Source: an optimization exercise on an open RTL-to-GDS flow (aim: small area, a short achievable clock period and few clock cycles per item). Production flows keep margins and buffers that such runs may drop.
RTL that was checked went through simulation tests only; none was proved equivalent to the original.
Function not checked in runs 1 and 3: the RTL went through the layout flow alone.
Power and IR drop assume default switching activity.

**flow/run.sh**
```bash
#!/bin/bash
# synth_recipe.tcl (not shown) runs the flow's synth.tcl, then flattens the netlist and writes it again
# the make line also repeats each setting of config.mk as NAME=value (left out here)
make -C /OpenROAD-flow-scripts/flow DESIGN_CONFIG=/design/flow/config.mk WORK_HOME=/design/flow/orfs CLKGATE_MAP_FILE= SYNTH_SCRIPT=/design/flow/synth_recipe.tcl finish
```
**flow/config.mk**
```make
export PLATFORM = sky130hd
export DESIGN_NAME = status_led_animator
export DESIGN_NICKNAME = status_led_animator
export VERILOG_FILES = /design/flow/design.v
export SDC_FILE = /design/flow/constraint.sdc
export NUM_CORES = 4
export LEC_CHECK = 0
export CAP_MARGIN = 20
export CORE_MARGIN = 2
export CORE_UTILIZATION = 60
export PLACE_DENSITY = 0.75
export SETUP_SLACK_MARGIN = 3.5
export SLEW_MARGIN = 20
```
**flow/constraint.sdc**
```tcl
create_clock -name core_clock -period 7.5 [get_ports {clk}]
set_input_delay 1.5000 -clock core_clock [delete_from_list [all_inputs] [get_ports {clk}]]
set_output_delay 1.5000 -clock core_clock [all_outputs]
set_load 0.01 [all_outputs]
```
**flow/design.v**
```verilog
`timescale 1ns / 1ps
package sla_pkg;
  localparam int PULSE_PERIOD     = 1000;
  localparam int FADE_TICKS       = 3000;
  localparam int FLASH_STEP_TICKS = 150;
  localparam int FLASH_STEP_COUNT = 6;
  localparam logic [1:0] KIND_TICK  = 2'd0;
  localparam logic [1:0] KIND_SET   = 2'd1;
  localparam logic [1:0] KIND_FLASH = 2'd2;
  localparam logic [2:0] MODE_ALARM   = 3'd4;
  localparam logic [2:0] MODE_RECOVER = 3'd5;
  localparam logic [23:0] RST_STAND = 24'h0000FF;
  localparam logic [23:0] RST_SIT   = 24'h00FFFF;
  localparam logic [23:0] RST_WALK  = 24'h00FF00;
  localparam logic [23:0] RST_DIZZY = 24'hFFBF00;
  localparam logic [23:0] RST_ALARM = 24'hFF0000;
  localparam logic [23:0] RST_FLASH = 24'hA000FF;
endpackage
`timescale 1ns / 1ps
module sla_lane (
  input  logic       clk,
  input  logic       alarm,      
  input  logic       neg,        
  input  logic       step,       
  input  logic       ld_base,    
  input  logic       ld_f,       
  input  logic       ld_w,       
  input  logic [7:0] c,          
  input  logic [7:0] f,          
  input  logic [7:0] w,          
  output logic [7:0] q
);
  logic [7:0]  q_r;
  logic [13:0] r_r;
  logic [10:0] b;
  logic [13:0] r0;
  always_comb begin
    case (c)
      8'd0: b = {6'd0, 5'd0};
      8'd1: b = {6'd0, 5'd3};
      8'd2: b = {6'd0, 5'd6};
      8'd3: b = {6'd0, 5'd9};
      8'd4: b = {6'd0, 5'd12};
      8'd5: b = {6'd0, 5'd15};
      8'd6: b = {6'd0, 5'd18};
      8'd7: b = {6'd1, 5'd1};
      8'd8: b = {6'd1, 5'd4};
      8'd9: b = {6'd1, 5'd7};
      8'd10: b = {6'd1, 5'd10};
      8'd11: b = {6'd1, 5'd13};
      8'd12: b = {6'd1, 5'd16};
      8'd13: b = {6'd1, 5'd19};
      8'd14: b = {6'd2, 5'd2};
      8'd15: b = {6'd2, 5'd5};
      8'd16: b = {6'd2, 5'd8};
      8'd17: b = {6'd2, 5'd11};
      8'd18: b = {6'd2, 5'd14};
      8'd19: b = {6'd2, 5'd17};
      8'd20: b = {6'd3, 5'd0};
      8'd21: b = {6'd3, 5'd3};
      8'd22: b = {6'd3, 5'd6};
      8'd23: b = {6'd3, 5'd9};
      8'd24: b = {6'd3, 5'd12};
      8'd25: b = {6'd3, 5'd15};
      8'd26: b = {6'd3, 5'd18};
      8'd27: b = {6'd4, 5'd1};
      8'd28: b = {6'd4, 5'd4};
      8'd29: b = {6'd4, 5'd7};
      8'd30: b = {6'd4, 5'd10};
      8'd31: b = {6'd4, 5'd13};
      8'd32: b = {6'd4, 5'd16};
      8'd33: b = {6'd4, 5'd19};
      8'd34: b = {6'd5, 5'd2};
      8'd35: b = {6'd5, 5'd5};
      8'd36: b = {6'd5, 5'd8};
      8'd37: b = {6'd5, 5'd11};
      8'd38: b = {6'd5, 5'd14};
      8'd39: b = {6'd5, 5'd17};
      8'd40: b = {6'd6, 5'd0};
      8'd41: b = {6'd6, 5'd3};
      8'd42: b = {6'd6, 5'd6};
      8'd43: b = {6'd6, 5'd9};
      8'd44: b = {6'd6, 5'd12};
      8'd45: b = {6'd6, 5'd15};
      8'd46: b = {6'd6, 5'd18};
      8'd47: b = {6'd7, 5'd1};
      8'd48: b = {6'd7, 5'd4};
      8'd49: b = {6'd7, 5'd7};
      8'd50: b = {6'd7, 5'd10};
      8'd51: b = {6'd7, 5'd13};
      8'd52: b = {6'd7, 5'd16};
      8'd53: b = {6'd7, 5'd19};
      8'd54: b = {6'd8, 5'd2};
      8'd55: b = {6'd8, 5'd5};
      8'd56: b = {6'd8, 5'd8};
      8'd57: b = {6'd8, 5'd11};
      8'd58: b = {6'd8, 5'd14};
      8'd59: b = {6'd8, 5'd17};
      8'd60: b = {6'd9, 5'd0};
      8'd61: b = {6'd9, 5'd3};
      8'd62: b = {6'd9, 5'd6};
      8'd63: b = {6'd9, 5'd9};
      8'd64: b = {6'd9, 5'd12};
      8'd65: b = {6'd9, 5'd15};
      8'd66: b = {6'd9, 5'd18};
      8'd67: b = {6'd10, 5'd1};
      8'd68: b = {6'd10, 5'd4};
      8'd69: b = {6'd10, 5'd7};
      8'd70: b = {6'd10, 5'd10};
      8'd71: b = {6'd10, 5'd13};
      8'd72: b = {6'd10, 5'd16};
      8'd73: b = {6'd10, 5'd19};
      8'd74: b = {6'd11, 5'd2};
      8'd75: b = {6'd11, 5'd5};
      8'd76: b = {6'd11, 5'd8};
      8'd77: b = {6'd11, 5'd11};
      8'd78: b = {6'd11, 5'd14};
      8'd79: b = {6'd11, 5'd17};
      8'd80: b = {6'd12, 5'd0};
      8'd81: b = {6'd12, 5'd3};
      8'd82: b = {6'd12, 5'd6};
      8'd83: b = {6'd12, 5'd9};
      8'd84: b = {6'd12, 5'd12};
      8'd85: b = {6'd12, 5'd15};
      8'd86: b = {6'd12, 5'd18};
      8'd87: b = {6'd13, 5'd1};
      8'd88: b = {6'd13, 5'd4};
      8'd89: b = {6'd13, 5'd7};
      8'd90: b = {6'd13, 5'd10};
      8'd91: b = {6'd13, 5'd13};
      8'd92: b = {6'd13, 5'd16};
      8'd93: b = {6'd13, 5'd19};
      8'd94: b = {6'd14, 5'd2};
      8'd95: b = {6'd14, 5'd5};
      8'd96: b = {6'd14, 5'd8};
      8'd97: b = {6'd14, 5'd11};
      8'd98: b = {6'd14, 5'd14};
      8'd99: b = {6'd14, 5'd17};
      8'd100: b = {6'd15, 5'd0};
      8'd101: b = {6'd15, 5'd3};
      8'd102: b = {6'd15, 5'd6};
      8'd103: b = {6'd15, 5'd9};
      8'd104: b = {6'd15, 5'd12};
      8'd105: b = {6'd15, 5'd15};
      8'd106: b = {6'd15, 5'd18};
      8'd107: b = {6'd16, 5'd1};
      8'd108: b = {6'd16, 5'd4};
      8'd109: b = {6'd16, 5'd7};
      8'd110: b = {6'd16, 5'd10};
      8'd111: b = {6'd16, 5'd13};
      8'd112: b = {6'd16, 5'd16};
      8'd113: b = {6'd16, 5'd19};
      8'd114: b = {6'd17, 5'd2};
      8'd115: b = {6'd17, 5'd5};
      8'd116: b = {6'd17, 5'd8};
      8'd117: b = {6'd17, 5'd11};
      8'd118: b = {6'd17, 5'd14};
      8'd119: b = {6'd17, 5'd17};
      8'd120: b = {6'd18, 5'd0};
      8'd121: b = {6'd18, 5'd3};
      8'd122: b = {6'd18, 5'd6};
      8'd123: b = {6'd18, 5'd9};
      8'd124: b = {6'd18, 5'd12};
      8'd125: b = {6'd18, 5'd15};
      8'd126: b = {6'd18, 5'd18};
      8'd127: b = {6'd19, 5'd1};
      8'd128: b = {6'd19, 5'd4};
      8'd129: b = {6'd19, 5'd7};
      8'd130: b = {6'd19, 5'd10};
      8'd131: b = {6'd19, 5'd13};
      8'd132: b = {6'd19, 5'd16};
      8'd133: b = {6'd19, 5'd19};
      8'd134: b = {6'd20, 5'd2};
      8'd135: b = {6'd20, 5'd5};
      8'd136: b = {6'd20, 5'd8};
      8'd137: b = {6'd20, 5'd11};
      8'd138: b = {6'd20, 5'd14};
      8'd139: b = {6'd20, 5'd17};
      8'd140: b = {6'd21, 5'd0};
      8'd141: b = {6'd21, 5'd3};
      8'd142: b = {6'd21, 5'd6};
      8'd143: b = {6'd21, 5'd9};
      8'd144: b = {6'd21, 5'd12};
      8'd145: b = {6'd21, 5'd15};
      8'd146: b = {6'd21, 5'd18};
      8'd147: b = {6'd22, 5'd1};
      8'd148: b = {6'd22, 5'd4};
      8'd149: b = {6'd22, 5'd7};
      8'd150: b = {6'd22, 5'd10};
      8'd151: b = {6'd22, 5'd13};
      8'd152: b = {6'd22, 5'd16};
      8'd153: b = {6'd22, 5'd19};
      8'd154: b = {6'd23, 5'd2};
      8'd155: b = {6'd23, 5'd5};
      8'd156: b = {6'd23, 5'd8};
      8'd157: b = {6'd23, 5'd11};
      8'd158: b = {6'd23, 5'd14};
      8'd159: b = {6'd23, 5'd17};
      8'd160: b = {6'd24, 5'd0};
      8'd161: b = {6'd24, 5'd3};
      8'd162: b = {6'd24, 5'd6};
      8'd163: b = {6'd24, 5'd9};
      8'd164: b = {6'd24, 5'd12};
      8'd165: b = {6'd24, 5'd15};
      8'd166: b = {6'd24, 5'd18};
      8'd167: b = {6'd25, 5'd1};
      8'd168: b = {6'd25, 5'd4};
      8'd169: b = {6'd25, 5'd7};
      8'd170: b = {6'd25, 5'd10};
      8'd171: b = {6'd25, 5'd13};
      8'd172: b = {6'd25, 5'd16};
      8'd173: b = {6'd25, 5'd19};
      8'd174: b = {6'd26, 5'd2};
      8'd175: b = {6'd26, 5'd5};
      8'd176: b = {6'd26, 5'd8};
      8'd177: b = {6'd26, 5'd11};
      8'd178: b = {6'd26, 5'd14};
      8'd179: b = {6'd26, 5'd17};
      8'd180: b = {6'd27, 5'd0};
      8'd181: b = {6'd27, 5'd3};
      8'd182: b = {6'd27, 5'd6};
      8'd183: b = {6'd27, 5'd9};
      8'd184: b = {6'd27, 5'd12};
      8'd185: b = {6'd27, 5'd15};
      8'd186: b = {6'd27, 5'd18};
      8'd187: b = {6'd28, 5'd1};
      8'd188: b = {6'd28, 5'd4};
      8'd189: b = {6'd28, 5'd7};
      8'd190: b = {6'd28, 5'd10};
      8'd191: b = {6'd28, 5'd13};
      8'd192: b = {6'd28, 5'd16};
      8'd193: b = {6'd28, 5'd19};
      8'd194: b = {6'd29, 5'd2};
      8'd195: b = {6'd29, 5'd5};
      8'd196: b = {6'd29, 5'd8};
      8'd197: b = {6'd29, 5'd11};
      8'd198: b = {6'd29, 5'd14};
      8'd199: b = {6'd29, 5'd17};
      8'd200: b = {6'd30, 5'd0};
      8'd201: b = {6'd30, 5'd3};
      8'd202: b = {6'd30, 5'd6};
      8'd203: b = {6'd30, 5'd9};
      8'd204: b = {6'd30, 5'd12};
      8'd205: b = {6'd30, 5'd15};
      8'd206: b = {6'd30, 5'd18};
      8'd207: b = {6'd31, 5'd1};
      8'd208: b = {6'd31, 5'd4};
      8'd209: b = {6'd31, 5'd7};
      8'd210: b = {6'd31, 5'd10};
      8'd211: b = {6'd31, 5'd13};
      8'd212: b = {6'd31, 5'd16};
      8'd213: b = {6'd31, 5'd19};
      8'd214: b = {6'd32, 5'd2};
      8'd215: b = {6'd32, 5'd5};
      8'd216: b = {6'd32, 5'd8};
      8'd217: b = {6'd32, 5'd11};
      8'd218: b = {6'd32, 5'd14};
      8'd219: b = {6'd32, 5'd17};
      8'd220: b = {6'd33, 5'd0};
      8'd221: b = {6'd33, 5'd3};
      8'd222: b = {6'd33, 5'd6};
      8'd223: b = {6'd33, 5'd9};
      8'd224: b = {6'd33, 5'd12};
      8'd225: b = {6'd33, 5'd15};
      8'd226: b = {6'd33, 5'd18};
      8'd227: b = {6'd34, 5'd1};
      8'd228: b = {6'd34, 5'd4};
      8'd229: b = {6'd34, 5'd7};
      8'd230: b = {6'd34, 5'd10};
      8'd231: b = {6'd34, 5'd13};
      8'd232: b = {6'd34, 5'd16};
      8'd233: b = {6'd34, 5'd19};
      8'd234: b = {6'd35, 5'd2};
      8'd235: b = {6'd35, 5'd5};
      8'd236: b = {6'd35, 5'd8};
      8'd237: b = {6'd35, 5'd11};
      8'd238: b = {6'd35, 5'd14};
      8'd239: b = {6'd35, 5'd17};
      8'd240: b = {6'd36, 5'd0};
      8'd241: b = {6'd36, 5'd3};
      8'd242: b = {6'd36, 5'd6};
      8'd243: b = {6'd36, 5'd9};
      8'd244: b = {6'd36, 5'd12};
      8'd245: b = {6'd36, 5'd15};
      8'd246: b = {6'd36, 5'd18};
      8'd247: b = {6'd37, 5'd1};
      8'd248: b = {6'd37, 5'd4};
      8'd249: b = {6'd37, 5'd7};
      8'd250: b = {6'd37, 5'd10};
      8'd251: b = {6'd37, 5'd13};
      8'd252: b = {6'd37, 5'd16};
      8'd253: b = {6'd37, 5'd19};
      8'd254: b = {6'd38, 5'd2};
      8'd255: b = {6'd38, 5'd5};
      default: b = '0;
    endcase
  end
  always_comb begin
    case (b[4:0])
      5'd0: r0 = 14'd0;
      5'd1: r0 = 14'd500;
      5'd2: r0 = 14'd1000;
      5'd3: r0 = 14'd1500;
      5'd4: r0 = 14'd2000;
      5'd5: r0 = 14'd2500;
      5'd6: r0 = 14'd3000;
      5'd7: r0 = 14'd3500;
      5'd8: r0 = 14'd4000;
      5'd9: r0 = 14'd4500;
      5'd10: r0 = 14'd5000;
      5'd11: r0 = 14'd5500;
      5'd12: r0 = 14'd6000;
      5'd13: r0 = 14'd6500;
      5'd14: r0 = 14'd7000;
      5'd15: r0 = 14'd7500;
      5'd16: r0 = 14'd8000;
      5'd17: r0 = 14'd8500;
      5'd18: r0 = 14'd9000;
      5'd19: r0 = 14'd9500;
      default: r0 = '0;
    endcase
  end
  logic [11:0] p;
  logic [7:0]  s;
  logic [15:0] x, y, dn;
  logic [1:0]  ci;
  assign p  = alarm ? {c, 4'b0} : {4'b0, w};
  assign s  = alarm ? c : f;
  assign x  = neg ? ~{4'b0, p} : {4'b0, p};
  assign y  = (alarm ^ neg) ? {8'b0, s} : ~{8'b0, s};
  assign ci = alarm ? {neg, 1'b0} : 2'b01;
  assign dn = x + y + 16'(ci);
  logic [15:0] d_r, dk_r, k;
  logic        alarm_d_r;
  always_ff @(posedge clk) begin
    d_r       <= dn;
    alarm_d_r <= alarm;
  end
  logic up;
  assign up = !d_r[15];
  always_comb begin
    case ({alarm_d_r, up})
      2'b11:   k = 16'd55536;    
      2'b10:   k = 16'd10000;
      2'b01:   k = 16'd62536;    
      default: k = 16'd3000;
    endcase
  end
  always_ff @(posedge clk) begin
    dk_r <= d_r + k;
  end
  logic [15:0] t, tm;
  logic        adj;
  assign t   = {2'b0, r_r} + d_r;
  assign tm  = {2'b0, r_r} + dk_r;
  assign adj = up ? !tm[15] : t[15];
  logic [7:0] qi, qd;
  assign qi = q_r + 8'd1;
  assign qd = q_r - 8'd1;
  always_ff @(posedge clk) begin
    if (ld_base) begin
      q_r <= {2'b0, b[10:5]};
      r_r <= r0;
    end else if (ld_f || ld_w) begin
      q_r <= ld_f ? f : w;
      r_r <= '0;
    end else if (step) begin
      if (adj) q_r <= up ? qi : qd;
      r_r <= adj ? tm[13:0] : t[13:0];
    end
  end
  assign q = q_r;
endmodule
`timescale 1ns / 1ps
module status_led_animator (
  input  logic             clk,
  input  logic             rst_n,
  input  logic             in_valid,
  output logic             in_ready,
  input  logic [1:0]       in_kind,
  input  logic [2:0]       in_new_mode,
  output logic             out_valid,
  input  logic             out_ready,
  output logic             out_show,
  output logic [7:0]       out_red,
  output logic [7:0]       out_green,
  output logic [7:0]       out_blue,
  input  logic             cfg_we,
  input  logic [2:0]       cfg_index,
  input  logic [23:0]      cfg_wdata
);
  logic [23:0] col_r [6];
  always_ff @(posedge clk) begin
    if (!rst_n) begin
      col_r[0] <= sla_pkg::RST_STAND;
      col_r[1] <= sla_pkg::RST_SIT;
      col_r[2] <= sla_pkg::RST_WALK;
      col_r[3] <= sla_pkg::RST_DIZZY;
      col_r[4] <= sla_pkg::RST_ALARM;
      col_r[5] <= sla_pkg::RST_FLASH;
    end else if (cfg_we) begin
      for (int i = 0; i < 6; i++) begin
        if (cfg_index == 3'(i)) col_r[i] <= cfg_wdata;
      end
    end
  end
  logic       v0_r, v1_r, rdy_r;
  logic [4:0] e0_r, e1_r;
  logic       push, pop;
  assign push = in_valid && rdy_r;
  always_ff @(posedge clk) begin
    if (!rst_n) begin
      v0_r  <= 1'b0;
      v1_r  <= 1'b0;
      rdy_r <= 1'b0;
    end else begin
      if (pop) begin
        v0_r  <= v1_r || push;
        v1_r  <= v1_r && push;
        rdy_r <= 1'b1;
      end else begin
        v0_r  <= v0_r || push;
        v1_r  <= v1_r || (v0_r && push);
        rdy_r <= !(v1_r || (v0_r && push));
      end
    end
    if (pop) begin
      e0_r <= v1_r ? e1_r : {in_kind, in_new_mode};
    end else if (!v0_r) begin
      e0_r <= {in_kind, in_new_mode};
    end
    if (!v1_r) e1_r <= {in_kind, in_new_mode};
  end
  assign in_ready = rdy_r;
  logic [2:0]  mode_r;
  logic        alarm_r;     
  logic        rec_r;       
  logic [11:0] pos_r;       
  logic        dn_r;        
  logic        fl_act_r;
  logic [2:0]  fl_step_r;
  logic [7:0]  fl_el_r;
  logic        cu_r;        
  logic        busy_r;      
  logic [11:0] k_r;         
  logic        cu_neg_r;    
  logic        out_valid_r, show_r;
  logic [6:0]  sel_r;       
  logic [1:0]  kind;
  logic [2:0]  nm;
  assign kind = e0_r[4:3];
  assign nm   = e0_r[2:0];
  logic       lane_neg;
  logic [1:0] ctl_prev_r, st_r;
  logic       settling;
  assign settling = (ctl_prev_r != {alarm_r, lane_neg}) || (st_r != 2'd0);
  assign pop = v0_r && !cu_r && !busy_r && !settling && (!out_valid_r || out_ready);
  logic tick, set_ok;
  assign tick   = (kind == sla_pkg::KIND_TICK);
  assign set_ok = (kind == sla_pkg::KIND_SET) && (nm <= 3'd5);
  logic       el_wrap, fl_end;
  logic [2:0] step_inc;
  assign el_wrap  = (fl_el_r == 8'(sla_pkg::FLASH_STEP_TICKS - 1));
  assign step_inc = fl_step_r + 3'd1;
  assign fl_end   = fl_act_r && el_wrap && (step_inc == 3'(sla_pkg::FLASH_STEP_COUNT));
  logic sat;
  assign sat = (pos_r == 12'(sla_pkg::FADE_TICKS));
  logic lane_step, ld_base, ld_f, ld_w;
  assign lane_neg  = busy_r ? cu_neg_r : dn_r;
  assign lane_step = (busy_r && !settling) || (pop && tick && (alarm_r || (rec_r && !sat)));
  assign ld_base   = (cu_r && alarm_r) || (pop && set_ok && nm == sla_pkg::MODE_ALARM);
  assign ld_f      = (cu_r && rec_r && pos_r < 12'd1500) ||
                     (pop && set_ok && nm == sla_pkg::MODE_RECOVER);
  assign ld_w      = cu_r && rec_r && pos_r >= 12'd1500;
  logic [7:0] lane_q [3];
  for (genvar i = 0; i < 3; i++) begin : g_lane
    sla_lane u_lane (
      .clk     (clk),
      .alarm   (alarm_r),
      .neg     (lane_neg),
      .step    (lane_step),
      .ld_base (ld_base),
      .ld_f    (ld_f),
      .ld_w    (ld_w),
      .c       (col_r[4][8*i +: 8]),
      .f       (col_r[3][8*i +: 8]),
      .w       (col_r[2][8*i +: 8]),
      .q       (lane_q[i])
    );
  end
  logic [11:0] k_init;
  always_comb begin
    if (alarm_r)
      k_init = dn_r ? 12'd1000 - pos_r : pos_r;
    else if (rec_r)
      k_init = (pos_r < 12'd1500) ? pos_r : 12'(sla_pkg::FADE_TICKS) - pos_r;
    else
      k_init = '0;
  end
  always_ff @(posedge clk) begin
    if (!rst_n) begin
      mode_r      <= 3'd0;
      alarm_r     <= 1'b0;
      rec_r       <= 1'b0;
      pos_r       <= '0;
      dn_r        <= 1'b0;
      fl_act_r    <= 1'b0;
      fl_step_r   <= '0;
      fl_el_r     <= '0;
      cu_r        <= 1'b0;
      ctl_prev_r  <= '0;
      st_r        <= 2'd2;
      busy_r      <= 1'b0;
      k_r         <= '0;
      cu_neg_r    <= 1'b0;
      out_valid_r <= 1'b0;
      show_r      <= 1'b0;
      sel_r       <= '0;
    end else begin
      cu_r <= cfg_we;
      ctl_prev_r <= {alarm_r, lane_neg};
      if (cfg_we)
        st_r <= 2'd2;
      else if (ctl_prev_r != {alarm_r, lane_neg})
        st_r <= 2'd1;
      else if (st_r != 2'd0)
        st_r <= st_r - 2'd1;
      if (cu_r) begin
        cu_neg_r <= !alarm_r && pos_r >= 12'd1500;
        k_r      <= k_init;
        busy_r   <= (k_init != 12'd0);
      end else if (busy_r && !settling) begin
        k_r    <= k_r - 12'd1;
        busy_r <= (k_r != 12'd1);
      end
      if (pop) begin
        out_valid_r <= 1'b1;
        show_r      <= 1'b0;
        sel_r       <= '0;
        case (kind)
          sla_pkg::KIND_SET: begin
            if (set_ok) begin
              mode_r  <= nm;
              alarm_r <= (nm == sla_pkg::MODE_ALARM);
              rec_r   <= (nm == sla_pkg::MODE_RECOVER);
              pos_r   <= '0;
              dn_r    <= 1'b0;
              if (nm <= 3'd3) begin
                show_r    <= 1'b1;
                sel_r[nm] <= 1'b1;
              end
            end
          end
          sla_pkg::KIND_FLASH: begin
            fl_act_r  <= 1'b1;
            fl_step_r <= '0;
            fl_el_r   <= '0;
          end
          sla_pkg::KIND_TICK: begin
            if (alarm_r) begin
              if (pos_r == 12'(sla_pkg::PULSE_PERIOD - 1)) begin
                pos_r <= '0;
                dn_r  <= 1'b0;
              end else begin
                pos_r <= pos_r + 12'd1;
                if (pos_r == 12'(sla_pkg::PULSE_PERIOD / 2 - 1)) dn_r <= 1'b1;
              end
            end else if (!sat) begin
              pos_r <= pos_r + 12'd1;
            end
            if (fl_act_r) begin
              fl_el_r <= el_wrap ? 8'd0 : fl_el_r + 8'd1;
              if (el_wrap) begin
                fl_step_r <= step_inc;
                if (fl_end) fl_act_r <= 1'b0;
              end
            end
            if (fl_act_r && !fl_end) begin
              show_r <= 1'b1;
              sel_r[5] <= !(el_wrap ? step_inc[0] : fl_step_r[0]);
            end else if (alarm_r || rec_r) begin
              show_r   <= 1'b1;
              sel_r[6] <= 1'b1;
            end else if (fl_end && mode_r <= 3'd3) begin
              show_r             <= 1'b1;
              sel_r[mode_r[1:0]] <= 1'b1;
            end
          end
          default: ;
        endcase
      end else if (out_ready) begin
        out_valid_r <= 1'b0;
      end
    end
  end
  logic [23:0] rgb;
  always_comb begin
    rgb = '0;
    for (int i = 0; i < 6; i++) begin
      rgb = rgb | (col_r[i] & {24{sel_r[i]}});
    end
    rgb = rgb | ({lane_q[2], lane_q[1], lane_q[0]} & {24{sel_r[6]}});
  end
  assign out_valid = out_valid_r;
  assign out_show  = show_r;
  assign out_red   = rgb[23:16];
  assign out_green = rgb[15:8];
  assign out_blue  = rgb[7:0];
endmodule
```
==> results of run 1 <==
==> cell type report <==
class	count	area (um^2)
inverters	130	523
well taps	672	841
flip-flops and latches	411	8910
clock inverters	15	200
repair buffers	137	1320
fillers	4162	16400
repair inverters	3	15.0
multi-input cells	2974	20500
diodes	2	5.00
clock buffers	72	1320
==> power groups by stage <==
| stage | clock, mW | sequential, mW | combinational [mW] |
|---|---|---|---|
| 6_report | 2.31 | 2.70 | 2.47 |
| 5_1_grt | 2.41 | 2.71 | 2.71 |
| 4_1_cts | 2.33 | 2.69 | 2.41 |
| 3_5_place_dp | 0 | 2.74 | 2.38 |
| 3_3_place_gp | 0 | 2.73 | 2.29 |
| 2_1_floorplan | 0 | 2.64 | 1.92 |
==> what timing repair did <==
item,in CTS,in global routing
resized for setup,40,39
setup buffers,21,21
pin swaps,6,19
cloned,3,1
endpoints found under the setup margin,160,106
==> logic make-up after synthesis <==
logic type,share of synthesized area (%)
xor+xnor,7.41
flops,29.2
compound gates,20.8
buf+inv,4.70
fa+ha+maj,12.7
mux,5.24
simple gates,19.9
==> through the flow <==
step / instance area [um^2] / hold slack, ps / total power [mW] / std cells
floorplan: 30700 / 337 / 4.55 / 3729
global placement: 31400 / 345 / 5.02 / 4278
detailed placement: 31400 / 343 / 5.12 / 4280
CTS: 33300 / 357 / 7.43 / 4391
global route: 33700 / 361 / 7.84 / 4414
finish: 33700 / 357 / 7.48 / 4416
==> Yosys cell counts (74+ instances only) <==
master and instances:
nand3_1 179, o21ai_0 171, a21oi_1 287, xnor2_1 187, inv_1 118, nor2_1 282, clkbuf_1 139, nand2_1 493
dfxtp_1 346, mux2i_1 120, nor3_1 74, ha_1 274
==> registers in the layout, indices dropped and copies added (netlist names), 12 cells and up <==
signal	count
g_lane.u_lane.b	33
g_lane.u_lane.dk_r	48
g_lane.u_lane.d_r	48
g_lane.u_lane.r_r	42
k_r	12
pos_r	12
col_r	144
g_lane.u_lane.q_r	24
==> critical path: stages (launching register included) <==
cell and delay [ps]:
dfxtp_2 770, a22oi_1 240, nand3_1 250, clkdlybuf4s50_1 580
==> worst max-delay path by stage <==
stage | depth (start not counted) | slack [ps] | startpoint | to
6_report | 3 | 3530 | sel_r[2] | out_green[1]
5_1_grt | 16 | 3430 | busy_r | g_lane[0].u_lane.d_r[13]
4_1_cts | 10 | 3500 | out_ready | g_lane[0].u_lane.r_r[10]
3_5_place_dp | 10 | 1750 | cfg_index[0] | g_lane[0].u_lane.b[3]
3_3_place_gp | 10 | 1930 | cfg_index[0] | g_lane[0].u_lane.b[3]
2_1_floorplan | 18 | 3310 | busy_r | g_lane[0].u_lane.d_r[13]
==> routing by layer <==
layer	wire length (um)	GRT usage, %	part of all wire [%]
met1	40000	47.9	42
met2	42600	56.2	44
met3	9720	7.22	10
met4	3500	13.3	3.7
met5	14	0	0.015
==> impl_metrics.env, run 1 <==
export IMPL_status="finished clean"
export IMPL_yosysSeqAreaShare_pct=29.2
export IMPL_fmax_mhz=252
export IMPL_ys_types=104
export IMPL_synth_area_leader_cell="dfxtp_1"
export IMPL_total_leakage_power_nw=13.6
export IMPL_drt_pre_antenna_iters=9
export IMPL_vias_per_cell=6.50
export IMPL_die_x_um=229
export IMPL_ff2ff_path_depth=16
export IMPL_clk_path_buf_depth=3
export IMPL_final_cell_mix="nand2_1, dfxtp_1, a21oi_1"
export IMPL_dp_slack_ps=1750
export IMPL_netlist_area_leader_share_pct=22.8
export IMPL_rsz0062_at_grt="yes"
export IMPL_setup_tns_ps=0
export IMPL_reg2reg_from="busy_r"
export IMPL_grtUsageTotal_pct=35.6
export IMPL_crit_arrival_ps=2470
export IMPL_drtAntennaViolNets=0
export IMPL_grt_start_max_net_pins=88
export IMPL_cts_sinks=411
export IMPL_synthArstFlopShare_pct=0
export IMPL_grt_pass1_wl_mm=151
export IMPL_drv_slew=0
export IMPL_start_util_pct=60.7
export IMPL_nets=4036
export IMPL_routed_wl_mm=95.8
export IMPL_min_path_cells=0
export IMPL_timing_rr_end="g_lane[0].u_lane.d_r[13]"
export IMPL_worst_slew_pin_slew_ps=1100
export IMPL_rows=82
export IMPL_drive_gt1_share_pct=8.61
export IMPL_port_buffers=63
export IMPL_synth_main_ff_cell="dfxtp_1"
export IMPL_ff2ff_setup_slack_ps=3540
export IMPL_hold_path_class="flip-flop to flip-flop"
export IMPL_grt_pass1_vias=27500
export IMPL_pin_count=64
export IMPL_cts_htree_levels=2
export IMPL_final_hold_violation_count=0
export IMPL_die_area_um2=52500
export IMPL_crit_type="flip-flop to output pin"
export IMPL_cap_violations=0
export IMPL_hpwl_mm=67.6
export IMPL_fin_crit_sh_pct=52.9
export IMPL_power_density_nw_per_um2=222
export IMPL_ir_drop_v=0.000185
export IMPL_antenna_found_initial=6
export IMPL_comb_power_share_pct=33.0
export IMPL_fin_util_pct=67.2
export IMPL_clk_pin_slew_ps=60
export IMPL_p_seq_share_pct=36.1
export IMPL_die_y_um=229
export IMPL_post_route_drc_count=0
export IMPL_core_um2=50100
export IMPL_clock_skew_ps=42.2
export IMPL_synth_edff_count=65
export IMPL_cts_buffers=47
export IMPL_synth_seq_cells=411
export IMPL_clock_latency_ps=620
export IMPL_syn_inst=3729
export IMPL_cts_tree="done"
export IMPL_vias=28700
export IMPL_switching_share_pct=33.9
export IMPL_synth_fp_nets=4061
export IMPL_slew_headroom_pct=26.2
export IMPL_postSynthAreaPerCell_um2=8.15
export IMPL_hold_start="g_lane[0].u_lane.d_r[0]"
export IMPL_cts_root_buf="clkbuf_16"
export IMPL_cp_required_ps=6000
export IMPL_overflow=0
export IMPL_setup_viol=0
export IMPL_critPathCaptureType="output pin"
export IMPL_place_congestion=0.954
export IMPL_power_share_clock_pct=30.9
export IMPL_wire_per_inst_um=21.7
export IMPL_drt_iter0_markers=3190
export IMPL_hold_buffers=0
export IMPL_ys_warn_count=5
export IMPL_fin_ws_ps=3530
export IMPL_hold_path_end="g_lane[0].u_lane.dk_r[0]"
export IMPL_syn2layout_area_growth_pct=10.7
export IMPL_min_period_ps=3970
export IMPL_intPower_mw=4.95
export IMPL_cp_max_fo=25
export IMPL_final_common_cell="nand2_1"
export IMPL_power_switching_mw=2.53
export IMPL_cp_start_kind="flip-flop"
export IMPL_synthTopCellsByArea="dfxtp_1, ha_1, edfxtp_1"
export IMPL_netlist_area_um2=30400
==> run 2: changes to the inputs <==
--- a/flow/design.v
+++ b/flow/design.v
@@ -323,13 +323,14 @@
   logic [11:0] p;
   logic [7:0]  s;
-  logic [15:0] x, y, dn;
+  logic [13:0] x, y, dn;
   logic [1:0]  ci;
   assign p  = alarm ? {c, 4'b0} : {4'b0, w};
   assign s  = alarm ? c : f;
-  assign x  = neg ? ~{4'b0, p} : {4'b0, p};
-  assign y  = (alarm ^ neg) ? {8'b0, s} : ~{8'b0, s};
+  assign x  = neg ? ~{2'b0, p} : {2'b0, p};
+  assign y  = (alarm ^ neg) ? {6'b0, s} : ~{6'b0, s};
   assign ci = alarm ? {neg, 1'b0} : 2'b01;
-  assign dn = x + y + 16'(ci);
-  logic [15:0] d_r, dk_r, k;
+  assign dn = x + y + 14'(ci);
+  logic [13:0] d_r;      
+  logic [14:0] dk_r, k;   
   logic        alarm_d_r;
   always_ff @(posedge clk) begin
@@ -338,20 +339,20 @@
   end
   logic up;
-  assign up = !d_r[15];
+  assign up = !d_r[13];
   always_comb begin
     case ({alarm_d_r, up})
-      2'b11:   k = 16'd55536;    
-      2'b10:   k = 16'd10000;
-      2'b01:   k = 16'd62536;    
-      default: k = 16'd3000;
+      2'b11:   k = 15'd22768;    
+      2'b10:   k = 15'd10000;
+      2'b01:   k = 15'd29768;    
+      default: k = 15'd3000;
     endcase
   end
   always_ff @(posedge clk) begin
-    dk_r <= d_r + k;
+    dk_r <= {d_r[13], d_r} + k;
   end
   logic [15:0] t, tm;
   logic        adj;
-  assign t   = {2'b0, r_r} + d_r;
-  assign tm  = {2'b0, r_r} + dk_r;
+  assign t   = {2'b0, r_r} + {{2{d_r[13]}}, d_r};
+  assign tm  = {2'b0, r_r} + {dk_r[14], dk_r};
   assign adj = up ? !tm[15] : t[15];
   logic [7:0] qi, qd;
--- a/flow/config.mk
+++ b/flow/config.mk
@@ -8,6 +8,6 @@
 export CAP_MARGIN = 20
 export CORE_MARGIN = 2
-export CORE_UTILIZATION = 60
-export PLACE_DENSITY = 0.75
-export SETUP_SLACK_MARGIN = 3.5
+export CORE_UTILIZATION = 70
+export PLACE_DENSITY = 0.8
+export SETUP_SLACK_MARGIN = 3.8
 export SLEW_MARGIN = 20
==> impl_metrics.env, run 2 <==
export IMPL_status="finished clean"
export IMPL_routed_wl_mm=100
export IMPL_switching_share_pct=34.0
export IMPL_setup_tns_ps=0
export IMPL_grtUsageTotal_pct=42.9
export IMPL_cts_htree_levels=2
export IMPL_clk_pin_slew_ps=70
export IMPL_postSynthAreaPerCell_um2=8.12
export IMPL_synthTopCellsByArea="dfxtp_1, ha_1, edfxtp_1"
export IMPL_final_fill_count=2629
export IMPL_final_area_um2=33700
export IMPL_rows=75
export IMPL_synth_edff_count=65
export IMPL_setup_viol=0
export IMPL_cap_violations=0
export IMPL_vias_per_cell=7.04
export IMPL_seqCellArea_um2=8740
export IMPL_drv_slew=0
export IMPL_cts_buffers=44
export IMPL_final_hold_violation_count=0
export IMPL_post_route_drc_count=0
export IMPL_critPathCaptureType="flip-flop"
export IMPL_n_antenna_cell=0
export IMPL_grt_pass1_wl_mm=150
export IMPL_port_buffers=63
export IMPL_power_density_nw_per_um2=222
export IMPL_ys_warn_count=5
export IMPL_synth_seq_cells=402
export IMPL_multiInputGateArea_um2=20100
export IMPL_synth_area_leader_cell="dfxtp_1"
export IMPL_cp_required_ps=7990
export IMPL_netlist_area_leader_share_pct=23.0
export IMPL_cts_root_buf="clkbuf_16"
export IMPL_placed_area_um2=30500
export IMPL_nets=3988
export IMPL_clk_path_buf_depth=3
export IMPL_largest_register_ffs=144
export IMPL_rsz0062_at_grt="yes"
export IMPL_overflow=0
export IMPL_die_area_um2=43600
export IMPL_cp_start_kind="flip-flop"
export IMPL_die_x_um=209
export IMPL_fmax_mhz=255
export IMPL_worst_slew_pin_slew_ps=1240
export IMPL_synth_main_ff_cell="dfxtp_1"
export IMPL_fin_crit_sh_pct=52.3
export IMPL_ir_drop_v=0.000226
export IMPL_vias=29800
export IMPL_fin_util_pct=80.8
export IMPL_final_common_cell="nand2_1"
export IMPL_drt_iter0_markers=4381
export IMPL_yosysSeqAreaShare_pct=29.6
export IMPL_synthArstFlopShare_pct=0
export IMPL_min_period_ps=3920
export IMPL_p_seq_share_pct=34.8
export IMPL_grt_pass1_vias=27700
export IMPL_largest_register="col_r"
export IMPL_drt_pre_antenna_iters=11
export IMPL_hold_buffers=0
export IMPL_grt_start_max_net_pins=74
export IMPL_intPower_mw=4.93
export IMPL_comb_power_share_pct=32.9
export IMPL_die_y_um=209
export IMPL_final_cell_mix="nand2_1, dfxtp_1, a21oi_1"
export IMPL_drtAntennaViolNets=0
export IMPL_clock_skew_ps=32.8
export IMPL_power_switching_mw=2.53
export IMPL_crit_arrival_ps=4410
export IMPL_synth_fp_nets=3944
export IMPL_pin_count=64
export IMPL_place_congestion=0.961
export IMPL_yosysMostFrequentCell="nand2_1"
export IMPL_netlist_area_um2=29400
export IMPL_cts_tree="done"
export IMPL_largestRegisters="col_r x144, g_lane.u_lane.dk_r x45"
export IMPL_start_util_pct=70.5
export IMPL_total_leakage_power_nw=13.7
export IMPL_netlist_top_cells_count="nand2_1, dfxtp_1, a21oi_1"
export IMPL_hold_path_class="flip-flop to flip-flop"
export IMPL_hpwl_mm=64.7
export IMPL_syn_inst=3614
export IMPL_antenna_found_initial=4
export IMPL_slew_headroom_pct=17.2
export IMPL_wire_per_inst_um=23.7
export IMPL_cp_max_fo=5
export IMPL_syn2layout_area_growth_pct=14.7
export IMPL_crit_type="flip-flop to flip-flop"
export IMPL_cts_sinks=402
export IMPL_power_share_clock_pct=32.3
export IMPL_core_um2=41700
export IMPL_ys_types=96
export IMPL_clock_latency_ps=620
export IMPL_drive_gt1_share_pct=12.0
## run 2: cell type report
cell class,instances,area share (%)
clock buffers,63,3.88
clock inverters,18,0.806
inverters,132,1.65
multi-input cells,2868,59.8
flip-flops and latches,402,26.0
well taps,539,2.00
repair buffers,206,5.88
repair inverters,4,0.0669
## run 2: worst paths after layout
| path | slack, ps | start | to | cells after the start |
|---|---|---|---|---|
| setup / recovery | 3580 | alarm_r | g_lane[0].u_lane.d_r[13] | 14 |
| hold / removal | 360 | g_lane[0].u_lane.d_r[2] | g_lane[0].u_lane.dk_r[2] | 0 |
| setup reg to reg | 3580 | alarm_r | g_lane[0].u_lane.d_r[13] | 14 |
| hold reg to reg | 360 | g_lane[0].u_lane.d_r[2] | g_lane[0].u_lane.dk_r[2] | 0 |
## run 2: timing repair
item / in CTS / in global routing
endpoints found under the hold margin: 0 / 0
setup buffers: 58 / 47
pin swaps: 55 / 49
setup endpoints to repair: 206 / 98
gates resized for setup: 134 / 80
gates cloned: 6 / 6
## run 2: through the flow
| step | worst slack (ps) | hold WS [ps] | power (mW) | std cells |
|---|---|---|---|---|
| after detailed placement | 1830 | 348 | 4.84 | 4034 |
| after global routing | 3510 | 370 | 7.71 | 4232 |
| final | 3580 | 364 | 7.46 | 4232 |
| after floorplan | 3290 | 337 | 4.30 | 3614 |
| after global placement | 1960 | 349 | 4.73 | 4034 |
| after CTS | 3700 | 360 | 7.25 | 4179 |
## run 2: kinds of logic after synthesis
| family | synth area share [%] |
|---|---|
| buffers and inverters | 4.70 |
| adder cells (fa/ha/maj) | 13.0 |
| multiplexers | 4.50 |
| flip-flops | 29.6 |
| XOR/XNOR | 7.16 |
| AND/OR/NAND/NOR | 19.0 |
| AO/OA/AOI/OAI | 22.0 |
## run 2: metal layers
layer / GRT usage [%] / up-vias / share of wire [%]
met5: 0 / - / 0.012
met2: 67.4 / 2301 / 43
met1: 55.6 / 13900 / 37
li1: - / 13100 / -
met4: 18.0 / 2 / 5.5
met3: 11.8 / 495 / 14
## run 2: worst max-delay path, stage by stage, from the launching register on
cell	delay, ps
dfxtp_4	430
buf_4	190
mux2i_1	450
xnor2_2	180
fa_1	440
ha_2	210
fa_2	350
a21o_1	180
a21oi_2	250
o21bai_2	160
a31o_2	250
and4_4	200
a2111oi_4	260
a22oi_2	90
xnor2_1	140
## run 2: power groups by stage
| stage | logic [mW] | registers [mW] | clock network, mW |
|---|---|---|---|
| floorplan | 1.74 | 2.56 | 0 |
| global placement | 2.10 | 2.62 | 0 |
| detailed placement | 2.21 | 2.63 | 0 |
| CTS | 2.28 | 2.58 | 2.39 |
| global route | 2.63 | 2.60 | 2.48 |
| finish | 2.45 | 2.60 | 2.41 |
Testbench counts of run 2, summed over its fixed seeds: cycles 32,190, items 32,000.
==> run 3: changes to the inputs <==
--- a/flow/design.v
+++ b/flow/design.v
@@ -33,5 +33,5 @@
   logic [7:0]  q_r;
   logic [13:0] r_r;
-  logic [10:0] b;
+  logic [10:0] b, b_r;    
   logic [13:0] r0;
   always_comb begin
@@ -297,5 +297,5 @@
   end
   always_comb begin
-    case (b[4:0])
+    case (b_r[4:0])
       5'd0: r0 = 14'd0;
       5'd1: r0 = 14'd500;
@@ -335,4 +335,5 @@
   logic        alarm_d_r;
   always_ff @(posedge clk) begin
+    b_r       <= b;
     d_r       <= dn;
     alarm_d_r <= alarm;
@@ -356,10 +357,9 @@
   assign tm  = {2'b0, r_r} + {dk_r[14], dk_r};
   assign adj = up ? !tm[15] : t[15];
-  logic [7:0] qi, qd;
-  assign qi = q_r + 8'd1;
-  assign qd = q_r - 8'd1;
+  logic [7:0] qs;
+  assign qs = q_r + (up ? 8'd1 : 8'hFF);
   always_ff @(posedge clk) begin
     if (ld_base) begin
-      q_r <= {2'b0, b[10:5]};
+      q_r <= {2'b0, b_r[10:5]};
       r_r <= r0;
     end else if (ld_f || ld_w) begin
@@ -367,5 +367,5 @@
       r_r <= '0;
     end else if (step) begin
-      if (adj) q_r <= up ? qi : qd;
+      if (adj) q_r <= qs;
       r_r <= adj ? tm[13:0] : t[13:0];
     end
@@ -392,15 +392,16 @@
 );
   logic [23:0] col_r [6];
-  always_ff @(posedge clk) begin
-    if (!rst_n) begin
-      col_r[0] <= sla_pkg::RST_STAND;
-      col_r[1] <= sla_pkg::RST_SIT;
-      col_r[2] <= sla_pkg::RST_WALK;
-      col_r[3] <= sla_pkg::RST_DIZZY;
-      col_r[4] <= sla_pkg::RST_ALARM;
-      col_r[5] <= sla_pkg::RST_FLASH;
-    end else if (cfg_we) begin
-      for (int i = 0; i < 6; i++) begin
-        if (cfg_index == 3'(i)) col_r[i] <= cfg_wdata;
+  logic [23:0] wd0, wd1;     
+  assign wd0 = cfg_wdata & {24{rst_n}};
+  assign wd1 = cfg_wdata | {24{!rst_n}};
+  for (genvar i = 0; i < 6; i++) begin : g_col
+    localparam logic [23:0] RV = (i == 0) ? sla_pkg::RST_STAND :
+                                 (i == 1) ? sla_pkg::RST_SIT   :
+                                 (i == 2) ? sla_pkg::RST_WALK  :
+                                 (i == 3) ? sla_pkg::RST_DIZZY :
+                                 (i == 4) ? sla_pkg::RST_ALARM : sla_pkg::RST_FLASH;
+    always_ff @(posedge clk) begin
+      if (!rst_n || (cfg_we && cfg_index == 3'(i))) begin
+        col_r[i] <= (wd1 & RV) | (wd0 & ~RV);
       end
     end
@@ -442,4 +443,5 @@
   logic [2:0]  fl_step_r;
   logic [7:0]  fl_el_r;
+  logic        cw_r;        
   logic        cu_r;        
   logic        busy_r;      
@@ -456,5 +458,8 @@
   logic       settling;
   assign settling = (ctl_prev_r != {alarm_r, lane_neg}) || (st_r != 2'd0);
-  assign pop = v0_r && !cu_r && !busy_r && !settling && (!out_valid_r || out_ready);
+  logic go, out_free;
+  assign go       = v0_r && !cw_r && !cu_r && !busy_r && !settling;
+  assign out_free = !out_valid_r || out_ready;
+  assign pop      = go && out_free;
   logic tick, set_ok;
   assign tick   = (kind == sla_pkg::KIND_TICK);
@@ -469,5 +474,7 @@
   logic lane_step, ld_base, ld_f, ld_w;
   assign lane_neg  = busy_r ? cu_neg_r : dn_r;
-  assign lane_step = (busy_r && !settling) || (pop && tick && (alarm_r || (rec_r && !sat)));
+  logic tick_go;
+  assign tick_go   = go && tick && (alarm_r || (rec_r && !sat));
+  assign lane_step = (busy_r && !settling) || (tick_go && out_free);
   assign ld_base   = (cu_r && alarm_r) || (pop && set_ok && nm == sla_pkg::MODE_ALARM);
   assign ld_f      = (cu_r && rec_r && pos_r < 12'd1500) ||
@@ -478,6 +485,6 @@
     sla_lane u_lane (
       .clk     (clk),
-      .alarm   (alarm_r),
-      .neg     (lane_neg),
+      .alarm   (ctl_prev_r[1]),
+      .neg     (ctl_prev_r[0]),
       .step    (lane_step),
       .ld_base (ld_base),
@@ -491,12 +498,9 @@
   end
   logic [11:0] k_init;
-  always_comb begin
-    if (alarm_r)
-      k_init = dn_r ? 12'd1000 - pos_r : pos_r;
-    else if (rec_r)
-      k_init = (pos_r < 12'd1500) ? pos_r : 12'(sla_pkg::FADE_TICKS) - pos_r;
-    else
-      k_init = '0;
-  end
+  logic        from_top;
+  logic [11:0] k_top;
+  assign from_top = alarm_r ? dn_r : (pos_r >= 12'd1500);
+  assign k_top    = (alarm_r ? 12'd1000 : 12'(sla_pkg::FADE_TICKS)) - pos_r;
+  assign k_init   = (alarm_r || rec_r) ? (from_top ? k_top : pos_r) : 12'd0;
   always_ff @(posedge clk) begin
     if (!rst_n) begin
@@ -509,4 +513,5 @@
       fl_step_r   <= '0;
       fl_el_r     <= '0;
+      cw_r        <= 1'b0;
       cu_r        <= 1'b0;
       ctl_prev_r  <= '0;
@@ -519,10 +524,11 @@
       sel_r       <= '0;
     end else begin
-      cu_r <= cfg_we;
+      cw_r <= cfg_we;
+      cu_r <= cw_r;
       ctl_prev_r <= {alarm_r, lane_neg};
       if (cfg_we)
         st_r <= 2'd2;
       else if (ctl_prev_r != {alarm_r, lane_neg})
-        st_r <= 2'd1;
+        st_r <= 2'd2;
       else if (st_r != 2'd0)
         st_r <= st_r - 2'd1;
--- a/flow/config.mk
+++ b/flow/config.mk
@@ -8,6 +8,6 @@
 export CAP_MARGIN = 20
 export CORE_MARGIN = 2
-export CORE_UTILIZATION = 70
-export PLACE_DENSITY = 0.8
-export SETUP_SLACK_MARGIN = 3.8
+export CORE_UTILIZATION = 60
+export PLACE_DENSITY = 0.72
+export SETUP_SLACK_MARGIN = 4.3
 export SLEW_MARGIN = 20
==> impl_metrics.env, run 3 <==
export IMPL_drv_slew=0
export IMPL_ff2ff_path_depth=18
export IMPL_placed_area_um2=30000
export IMPL_cp_required_ps=6000
export IMPL_met3_usage_pct=7.17
export IMPL_yosysSeqAreaShare_pct=35.4
export IMPL_place_inst=3641
export IMPL_vias_per_cell=6.53
export IMPL_reg2reg_from="ctl_prev_r[0]"
export IMPL_core_um2=47400
export IMPL_netlist_top_cells_count="ha_1, nor2_1, nand2_1"
export IMPL_syn2layout_area_growth_pct=17.8
export IMPL_drt_pre_antenna_iters=10
export IMPL_max_stage_delay_ps=490
export IMPL_cts_sinks=403
export IMPL_pin_count=64
export IMPL_largest_register="col_r"
export IMPL_routed_wl_mm=88.9
export IMPL_multiInputGateArea_um2=18200
export IMPL_hold_path_end="g_lane[2].u_lane.dk_r[2]"
export IMPL_drt_iter0_markers=2736
export IMPL_final_cell_mix="ha_1, nor2_1, nand2_1"
export IMPL_fin_cells=3882
export IMPL_overflow=0
export IMPL_rsz0062_at_grt="yes"
export IMPL_fin_util_pct=71.3
export IMPL_synth_fp_nets=3434
export IMPL_rows=80
export IMPL_final_hold_violation_count=0
export IMPL_power_density_nw_per_um2=287
export IMPL_min_period_ps=3510
export IMPL_synthArstFlopShare_pct=0
export IMPL_setup_tns_ps=0
export IMPL_cts_root_buf="clkbuf_16"
export IMPL_die_area_um2=49600
export IMPL_seqCellArea_um2=10200
export IMPL_start_util_pct=60.5
export IMPL_drive_gt1_share_pct=15.2
export IMPL_cpMaxStageDelayCell="a222oi_1"
export IMPL_crit_arrival_ps=2010
export IMPL_nets=3564
export IMPL_clk_path_buf_depth=3
export IMPL_slew_headroom_pct=31.7
export IMPL_synthTopCellsByArea="edfxtp_1, dfxtp_1, ha_1"
export IMPL_post_route_drc_count=0
export IMPL_hold_buffers=0
export IMPL_netlist_area_um2=28700
export IMPL_hpwl_mm=55.6
export IMPL_clock_latency_ps=590
export IMPL_postSynthAreaPerCell_um2=9.27
export IMPL_clock_skew_ps=14.5
export IMPL_port_buffers=63
export IMPL_ff2ff_setup_slack_ps=4040
export IMPL_synth_main_ff_cell="edfxtp_1"
export IMPL_critPathCaptureType="output pin"
export IMPL_status="finished clean"
export IMPL_synth_seq_cells=403
export IMPL_timing_rr_end="g_lane[1].u_lane.d_r[13]"
export IMPL_hold_ws_ps=355
export IMPL_fmax_mhz=285
export IMPL_clk_pin_slew_ps=60
export IMPL_hold_start="g_lane[2].u_lane.d_r[2]"
export IMPL_final_common_cell="ha_1"
export IMPL_vias=25300
export IMPL_wire_per_inst_um=22.9
export IMPL_cts_buffers=46
export IMPL_ir_drop_v=0.000182
export IMPL_met2_usage_pct=56.2
export IMPL_cap_violations=0
export IMPL_cp_cell_sequence="a222oi_1, nand3_2, buf_6"
export IMPL_ys_types=81
export IMPL_fin_crit_sh_pct=46.8
export IMPL_gr_usage_met1_pct=44.5
export IMPL_final_fill_count=3461
export IMPL_grt_start_max_net_pins=66
export IMPL_largest_register_ffs=144
export IMPL_fin_ws_ps=3990
export IMPL_grtUsageTotal_pct=34.6
export IMPL_netlist_area_leader_share_pct=21.9
export IMPL_cts_htree_levels=2
export IMPL_worst_slew_pin_slew_ps=1020
export IMPL_dp_slack_ps=2520
export IMPL_min_path_cells=0
export IMPL_synth_edff_count=209
export IMPL_antenna_found_initial=7
export IMPL_yosysMostFrequentCell="ha_1"
export IMPL_top_usage_layer="met2"
export IMPL_die_x_um=223
export IMPL_place_congestion=0.951
export IMPL_syn_inst=3097
export IMPL_largestRegisters="col_r x144, g_lane.u_lane.dk_r x45"
export IMPL_crit_type="flip-flop to output pin"
export IMPL_p_total_mw=9.71
export IMPL_grt_pass1_wl_mm=135
export IMPL_cp_max_fo=8
export IMPL_cp_start_kind="flip-flop"
export IMPL_die_y_um=223
export IMPL_setup_viol=0
export IMPL_final_area_um2=33800
export IMPL_cts_tree="done"
export IMPL_drtAntennaViolNets=0
export IMPL_synth_area_leader_cell="edfxtp_1"
export IMPL_ys_warn_count=5
export IMPL_hold_path_class="flip-flop to flip-flop"
export IMPL_total_leakage_power_nw=13.6
export IMPL_grt_pass1_vias=24400
## run 3: routing by layer
layer | part of all wire [%] | vias up
li1 | - | 11500
met1 | 39 | 12000
met2 | 46 | 1479
met3 | 10 | 346
met4 | 4.9 | 6
met5 | 0.074 | -
## run 3: cell type report
type	instances	share of cell area, %
timing repair buffer	244	7.80
tap	615	2.28
multi-input combinational	2383	53.8
clock buffer	57	3.68
sequential	403	30.2
antenna	3	0.0222
inverter	149	1.75
clock inverter	28	0.536
## run 3: report_power, final
group	switching, mW	internal [mW]
clock	0.954	1.22
sequential	0.306	2.79
combinational	2.45	2.00
total	3.71	6.01
## run 3: how the worst max path moves through the flow
stage / slack [ps] / to / startpoint
after floorplan: 4010 / g_lane[2].u_lane.d_r[13] / ctl_prev_r[0]
after detailed placement: 2520 / g_lane[0].u_lane.r_r[13] / out_ready
after global routing: 3900 / g_lane[1].u_lane.d_r[13] / ctl_prev_r[1]
after global placement: 2610 / g_lane[0].u_lane.r_r[13] / out_ready
after CTS: 4030 / out_red[7] / sel_r[3]
final: 3990 / out_red[6] / sel_r[6]
## run 3: cells by family after synthesis
family / Yosys count / synth area share [%]
DFF: 403 / 35.4
muxes: 185 / 7.23
xor gates and xnor gates: 253 / 7.72
adders and majority gates: 300 / 13.6
buffers and inverters: 315 / 4.16
and+or+nand+nor: 871 / 14.6
AOI/OAI and AO/OA: 770 / 17.2
## run 3: critical path, delay by kind of cell (launching register included)
family / cells / cell delay, ps
flip-flops: 1 / 430
AO/OA/AOI/OAI: 1 / 490
AND/OR/NAND/NOR: 1 / 270
buffers and inverters: 1 / 200
## run 3: what timing repair did
| action | 4_1_cts | 5_1_grt |
|---|---|---|
| pin swaps | 80 | 71 |
| gates cloned | 16 | 1 |
| setup endpoints to repair | 226 | 128 |
| resized for setup | 236 | 79 |
| buffers inserted | 111 | 24 |
==> run 4: changes to the inputs <==
--- a/flow/design.v
+++ b/flow/design.v
@@ -321,22 +321,19 @@
     endcase
   end
-  logic [11:0] p;
-  logic [7:0]  s;
-  logic [13:0] x, y, dn;
-  logic [1:0]  ci;
-  assign p  = alarm ? {c, 4'b0} : {4'b0, w};
-  assign s  = alarm ? c : f;
-  assign x  = neg ? ~{2'b0, p} : {2'b0, p};
-  assign y  = (alarm ^ neg) ? {6'b0, s} : ~{6'b0, s};
-  assign ci = alarm ? {neg, 1'b0} : 2'b01;
-  assign dn = x + y + 14'(ci);
-  logic [13:0] d_r;      
-  logic [14:0] dk_r, k;   
+  logic [12:0] sa_r;
+  logic [8:0]  sr_r;
+  always_ff @(posedge clk) begin
+    b_r  <= b;
+    sa_r <= {1'b0, c, 4'b0} + {5'b0, c};
+    sr_r <= {1'b0, w} - {1'b0, f};
+  end
+  logic [13:0] sd, d_r;      
   logic        alarm_d_r;
+  assign sd = alarm ? {1'b0, sa_r} : {{5{sr_r[8]}}, sr_r};
   always_ff @(posedge clk) begin
-    b_r       <= b;
-    d_r       <= dn;
+    d_r       <= neg ? 14'd0 - sd : sd;
     alarm_d_r <= alarm;
   end
+  logic [14:0] dk_r, k;      
   logic up;
   assign up = !d_r[13];
@@ -485,6 +482,6 @@
     sla_lane u_lane (
       .clk     (clk),
-      .alarm   (ctl_prev_r[1]),
-      .neg     (ctl_prev_r[0]),
+      .alarm   (alarm_r),
+      .neg     (lane_neg),
       .step    (lane_step),
       .ld_base (ld_base),
@@ -516,5 +513,5 @@
       cu_r        <= 1'b0;
       ctl_prev_r  <= '0;
-      st_r        <= 2'd2;
+      st_r        <= 2'd3;
       busy_r      <= 1'b0;
       k_r         <= '0;
@@ -528,7 +525,7 @@
       ctl_prev_r <= {alarm_r, lane_neg};
       if (cfg_we)
-        st_r <= 2'd2;
+        st_r <= 2'd3;
       else if (ctl_prev_r != {alarm_r, lane_neg})
-        st_r <= 2'd2;
+        st_r <= (st_r >= 2'd2) ? st_r - 2'd1 : 2'd1;
       else if (st_r != 2'd0)
         st_r <= st_r - 2'd1;
==> impl_metrics.env, run 4 <==
export IMPL_status="finished clean"
export IMPL_synth_area_leader_cell="edfxtp_1"
export IMPL_post_route_drc_count=0
export IMPL_final_fill_count=3740
export IMPL_cts_htree_levels=2
export IMPL_hold_path_end="g_lane[2].u_lane.dk_r[0]"
export IMPL_cts_buffers=51
export IMPL_grt_start_max_net_pins=95
export IMPL_clock_skew_ps=37.7
export IMPL_final_hold_violation_count=0
export IMPL_drv_slew=0
export IMPL_rows=81
export IMPL_core_um2=49100
export IMPL_clk_path_buf_depth=3
export IMPL_power_density_nw_per_um2=273
export IMPL_hold_path_class="flip-flop to flip-flop"
export IMPL_largest_register_ffs=144
export IMPL_antenna_found_initial=2
export IMPL_cts_root_buf="clkbuf_16"
export IMPL_crit_type="flip-flop to output pin"
export IMPL_yosysMostFrequentCell="dfxtp_1"
export IMPL_syn_inst=3220
export IMPL_setup_viol=0
export IMPL_synthTopCellsByArea="edfxtp_1, dfxtp_1, ha_1"
export IMPL_synth_seq_cells=466
export IMPL_pin_count=64
export IMPL_netlist_top_cells_count="dfxtp_1, ha_1, a21oi_1"
export IMPL_port_buffers=63
export IMPL_start_util_pct=60.8
export IMPL_netlist_area_leader_share_pct=21.0
export IMPL_met2_usage_pct=51.9
export IMPL_nets=3638
export IMPL_met3_usage_pct=6.16
export IMPL_grtUsageTotal_pct=32.4
export IMPL_ff2ff_setup_slack_ps=4450
export IMPL_rsz0062_at_grt="yes"
export IMPL_wire_per_inst_um=21.1
export IMPL_drtAntennaViolNets=0
export IMPL_ff2ff_path_depth=10
export IMPL_timing_rr_end="busy_r"
export IMPL_worst_slew_pin_slew_ps=1040
export IMPL_synth_fp_nets=3531
export IMPL_place_congestion=0.979
export IMPL_routed_wl_mm=85.2
export IMPL_postSynthAreaPerCell_um2=9.27
export IMPL_fin_util_pct=69.8
export IMPL_die_area_um2=51500
export IMPL_largest_register="col_r"
export IMPL_hold_buffers=0
export IMPL_ys_warn_count=5
export IMPL_vias_per_cell=6.33
export IMPL_placed_area_um2=31000
export IMPL_min_path_cells=0
export IMPL_drt_pre_antenna_iters=8
export IMPL_gr_usage_met1_pct=43.9
export IMPL_final_cell_mix="ha_1, dfxtp_1, nor2_1"
export IMPL_die_y_um=227
export IMPL_synth_edff_count=209
export IMPL_synthArstFlopShare_pct=0
export IMPL_drive_gt1_share_pct=11.2
export IMPL_cap_violations=0
export IMPL_fmax_mhz=293
export IMPL_syn2layout_area_growth_pct=14.8
export IMPL_seqCellArea_um2=11500
export IMPL_cp_start_kind="flip-flop"
export IMPL_fin_crit_sh_pct=45.5
export IMPL_synth_main_ff_cell="dfxtp_1"
export IMPL_cp_max_fo=12
export IMPL_total_leakage_power_nw=14.1
export IMPL_drt_iter0_markers=2906
export IMPL_die_x_um=227
export IMPL_slew_headroom_pct=30.2
export IMPL_critPathCaptureType="output pin"
export IMPL_ys_types=89
export IMPL_cp_required_ps=6000
export IMPL_ir_drop_v=0.000171
export IMPL_netlist_area_um2=29800
export IMPL_clock_latency_ps=620
export IMPL_min_period_ps=3410
export IMPL_reg2reg_from="alarm_r"
export IMPL_hpwl_mm=55.5
export IMPL_cts_tree="done"
export IMPL_overflow=0
export IMPL_clk_pin_slew_ps=60
export IMPL_crit_arrival_ps=1910
export IMPL_grt_pass1_wl_mm=131
export IMPL_cts_sinks=466
export IMPL_yosysSeqAreaShare_pct=38.3
export IMPL_hold_start="g_lane[2].u_lane.d_r[0]"
export IMPL_setup_tns_ps=0
export IMPL_top_usage_layer="met2"
export IMPL_final_common_cell="ha_1"
export IMPL_largestRegisters="col_r x144, g_lane.u_lane.dk_r x45"
export IMPL_vias=25500
export IMPL_grt_pass1_vias=24300
export IMPL_multiInputGateArea_um2=17500
export IMPL_final_area_um2=34300
==> run 4: cell types whose count changed after synthesis, sizes merged, moves of 17 or more <==
cell,before,now
a31oi,22,41
dfxtp,194,257
o21ai,185,214
inv,147,181
nor3,60,77
ha,279,256
a21oi,214,238
xnor2,197,156
a211oi,26,45
nor2,263,231
nor2b,46,65
a21o,37,59
o22ai,19,46
mux2i,141,121
==> run 4: cells by family (layout without fill, tap and decap cells) <==
kind of cell	after synthesis	count (layout)	share of synthesized area, %
compound gates	874	875	18.5
xor+xnor	217	217	6.39
fa+ha+maj	274	274	11.9
buf+inv	342	481	4.44
flops	466	466	38.3
mux	152	152	5.46
other cells	0	1	0
simple gates	895	903	15.1
==> run 4: power breakdown <==
part,internal (mW),switching [mW],leakage [nW]
combinational,1.54,1.95,9.09
clock,1.39,1.06,0.812
sequential,3.13,0.299,4.16
==> run 4: per-stage QoR <==
stage          hold slack (ps)  instances  setup slack, ps  power (mW)
6_report                   366       4033             4090        9.36
4_1_cts                    365       4017             4080        9.24
5_1_grt                    369       4032             4030        9.87
3_5_place_dp               359       3820             2800        6.69
2_1_floorplan              337       3220             4210        5.89
3_3_place_gp               349       3820             2910        6.56
==> run 4: critical path, cell delays in order, from the launching register on <==
cell	delay, ps
dfxtp_4	390
buf_12	160
a222oi_1	380
nand3_1	200
buf_2	180
==> run 4: final cells by class <==
cell class | count | area share (%)
inverters | 185 | 2.07
clock buffers | 67 | 4.17
repair buffers | 202 | 6.25
diodes | 1 | 0.00730
multi-input cells | 2421 | 51.0
well taps | 664 | 2.42
flip-flops and latches | 466 | 33.5
clock inverters | 27 | 0.599
==> run 4: worst max path at each step <==
stage	startpoint	slack [ps]	to
2_1_floorplan	out_ready	4210	g_lane[0].u_lane.q_r[0]
3_3_place_gp	out_ready	2910	g_lane[2].u_lane.r_r[12]
3_5_place_dp	out_ready	2800	g_lane[2].u_lane.r_r[12]
4_1_cts	col_r[4][19]	4080	out_red[3]
5_1_grt	sel_r[5]	4030	out_red[2]
6_report	sel_r[5]	4090	out_blue[5]
==> run 4: per-layer routing <==
layer / routed length [um] / up-vias
li1: - / 11900
met1: 35000 / 12100
met2: 38500 / 1248
met3: 8540 / 221
met4: 3160 / 4
met5: 24 / -
==> run 4: timing repair <==
item	CTS	global route
resized for setup	202	27
setup endpoints to repair	177	90
pin swaps	62	31
setup buffers	83	13
gates cloned	20	2
Testbench counts of run 4, summed over its fixed seeds: cycles 32,198, items 32,000.

==> static timing again, ports no longer ideal <==
The results above use ideal ports. As a check the final layouts listed here were re-extracted and re-timed, cells and wires unchanged.
Step 1 (the two cells are an assumption about what drives the block):
set clk [get_ports {clk}]
set_driving_cell -lib_cell sky130_fd_sc_hd__clkbuf_16 $clk
set_driving_cell -lib_cell sky130_fd_sc_hd__buf_2 [delete_from_list [all_inputs] $clk]
Step 2 also shifts input and output timing later by t, the mid clock arrival at the registers, as if the neighbouring blocks saw the same clock.
Slacks: ideal ports / drivers / drivers and shift; pairs: ideal ports / drivers.
run | t, ns | setup slack, ns | worst setup path after step 2 | slew at the worst register clock pin (ns) | pins driven straight from the clock port
run 1 | 0.655 | 3.533 / 3.473 / 2.966 | input to register | 0.07 / 0.07 | 1
run 2 | 0.655 | 3.577 / 3.577 / 3.205 | input to register | 0.07 / 0.07 | 1
run 3 | 0.645 | 3.992 / 3.934 / 3.701 | input to register | 0.06 / 0.06 | 1
run 4 | 0.658 | 4.090 / 4.028 / 3.760 | input to register | 0.07 / 0.07 | 1
After both steps setup and hold are still met in every run listed. For run 1, which loses most, drivers alone change the setup slack by -0.060 ns; drivers and shift together by -0.567 ns.
